From an optimization exercise on the open Yosys and OpenROAD flow, aimed at small area, a short achievable clock period and few clock cycles per item; shortcuts taken in it are not production practice. The RTL was checked by simulation tests, not by an equivalence proof against the original design. No activity file was given, so power comes from the tool's default toggle rates.

==> flow/design.v (excerpt) <==
module roberts_cross_gradient
#(
   parameter int MAX_WIDTH  = rcg_pkg::DEF_MAX_WIDTH,
   parameter int MAX_HEIGHT = rcg_pkg::DEF_MAX_HEIGHT
)(
   input  logic                     clock,
   input  logic                     reset,
   input  logic                     csr_wr_en,
   input  logic [rcg_pkg::CSR_WIDTH-1:0]     csr_wr_data,
   input  logic                     req_valid,
   output logic                     req_ready,
   input  logic [rcg_pkg::PIX_W-1:0]         req_pixel,
   input  logic                     req_start_of_frame,
   output logic                     rsp_valid,
   input  logic                     rsp_ready,
   output logic [rcg_pkg::ROW_W-1:0]         rsp_out_row,
   output logic [rcg_pkg::COL_W-1:0]         rsp_out_col,
   output logic signed [rcg_pkg::GRAD_W-1:0] rsp_diag_grad,
   output logic signed [rcg_pkg::GRAD_W-1:0] rsp_anti_grad,
   output logic [rcg_pkg::MAG_W-1:0]         rsp_magnitude,
   output logic                     rsp_last
);
Settings: LEC_CHECK=0, CAP_MARGIN=20, CORE_MARGIN=2, CORE_UTILIZATION=70, CTS_CLUSTER_DIAMETER=60, CTS_CLUSTER_SIZE=22, SETUP_SLACK_MARGIN=4.0, SLEW_MARGIN=20; clock period 7.0 ns.
run.sh (not shown) runs the stock make flow with config.mk's settings and CLKGATE_MAP_FILE= SYNTH_SCRIPT=/design/flow/synth_recipe.tcl, a recipe that flattens the netlist after the stock synthesis.
Testbench counts at the start, summed over its fixed seeds: cycles 20,259, items 17,628.
Rerun with:
- CTS_CLUSTER_DIAMETER: 60 -> 80
- CTS_CLUSTER_SIZE: 22 -> 25
=>
- The new run finished clean
- via count went down by 0.58%
- total power shrinks by 4.8%
- synthesized cell count is unchanged
Rerun with:
- CORE_UTILIZATION: 70 -> 75
Result:
- The changed run went through all stages and came out clean
- worst setup slack loses 0.073 ns
- clock power goes down by about 0.9%
- via count went up by 1.0%
- clock skew goes up by 0.011 ns
- utilization goes up by 5.7 points
- total power decreases by 0.42%
Rerun with:
- CORE_UTILIZATION: 75 -> 70
- SETUP_SLACK_MARGIN: 4.0 -> 4.3
After rerunning:
- final cell count went up by 2.6%
- worst setup slack is better by 0.082 ns
- global-route usage came out lower by 1.8 points
- total power increases by 1.9%

v6:
roberts_cross_gradient, a different RTL version from the one above (not shown whole).
Size in the first run: ~7000 cells after synthesis, about 3000 flip-flops, roughly 81 I/O pins, ~0.12 mm² of cells after synthesis.
clock: 7.0 ns
lec_check: 0
cap_margin: 20
core_margin: 2
core_utilization: 70
cts_cluster_diameter: 80
cts_cluster_size: 28
setup_slack_margin: 4.0
slew_margin: 20
Testbench counts of v6, summed over its fixed seeds: cycles 20,259, items 17,628.
## Diff of input files: v7 against v6
diff --git a/flow/config.mk b/flow/config.mk
--- a/flow/config.mk
+++ b/flow/config.mk
@@ -10,5 +10,5 @@
 export CORE_UTILIZATION = 70
 export CTS_CLUSTER_DIAMETER = 80
-export CTS_CLUSTER_SIZE = 28
+export CTS_CLUSTER_SIZE = 25
 export SETUP_SLACK_MARGIN = 4.0
 export SLEW_MARGIN = 20
Notes after the runs:
- Comparing v6 and v7, setup slack on the worst flop-to-flop path is lower on v7.
- On number of global-route vias before repair, v6 and v7 are neck and neck.
- Re routing usage on met1: v6 and v7 aren't equal, and the lower value belongs to v6.
- On overall routed net length, v6 and v7 are basically level.
- Taking v6 as the reference, in v7 total power roughly the same; portion of total power attributed to the clock network roughly the same; first-pass GRT wire length roughly the same; period utilization higher; worst vdd rail ir drop lower.
- In the tables for v6 and v7, required time at the endpoint of the critical path reads higher with v7.
- In the tables for v6 and v7, final critical-path required period reads lower with v6.

## delta
roberts_cross_gradient, a different RTL version from the one above (not shown whole).
Size in the first run: roughly 7000 cells after synthesis.
make LEC_CHECK=0 CAP_MARGIN=20 CORE_MARGIN=2 CORE_UTILIZATION=60 CTS_BUF_LIST=sky130_fd_sc_hd__clkbuf_4 SETUP_SLACK_MARGIN=4.0 SLEW_MARGIN=20 finish   # period 7.0 ns
Testbench counts of delta, summed over its fixed seeds: cycles 20,259, items 17,628.
Inputs modified between delta and harbor:
- CTS_CLUSTER_DIAMETER newly set to 80
- CORE_UTILIZATION changed from 60 to 70
- CTS_BUF_LIST removed (was sky130_fd_sc_hd__clkbuf_4)
- CTS_CLUSTER_SIZE newly set to 25
==> comparison <==
In summary, harbor completed successfully, with a layout that passed the timing, design-rule and antenna checks. Going from delta to harbor, effective utilization at floorplan grew by 10 points, worst slack at placement grew by 0.042 ns, wire length after detailed routing shrank by 19 mm, die area shrank by 14%. Busiest layer in global routing: met1 -> harbor, met2 -> delta. delta was larger in final cell area than harbor. harbor — fraction of final layout cells sized beyond drive strength 1 12 points lower, delta as reference. In the flow results for delta and harbor, the core utilization of the finished layout is larger on harbor.

-- port drivers added, routing unchanged --
Ports are ideal in the flow. The routed layouts listed here were re-timed in OpenROAD. Step 1: set_driving_cell puts a clkbuf_16 on clock and a buf_2 on each other input, an assumption about the parent block. Step 2 times the ports against the registers' clock, not the clock port: input delays grow and output delays shrink by t, the midpoint of the rising clock arrivals with the driver on. Slacks: ideal ports / drivers / drivers and shift; pairs: ideal ports / drivers.
run | t (ns) | slack for setup (ns) | cell pins on the clock port's net
the first run of note 1 | 0.955 | 4.060 / 3.964 / 3.288 | 1
the second run of note 1 | 0.909 | 4.048 / 3.972 / 3.304 | 1
the third run of note 1 | 0.893 | 3.976 / 3.963 / 3.278 | 1
the fourth run of note 1 | 0.918 | 4.058 / 3.974 / 3.540 | 1
v6 | 0.903 | 4.020 / 3.962 / 3.347 | 1
v7 | 0.914 | 4.000 / 3.968 / 3.339 | 1
delta | 1.472 | 3.552 / 3.469 / 3.313 | 1
harbor | 0.899 | 3.939 / 3.939 / 3.332 | 1
After both steps every run listed still meets setup and hold. For the first run of note 1, which loses most, drivers alone change the setup slack by -0.096 ns; drivers and shift together by -0.772 ns.
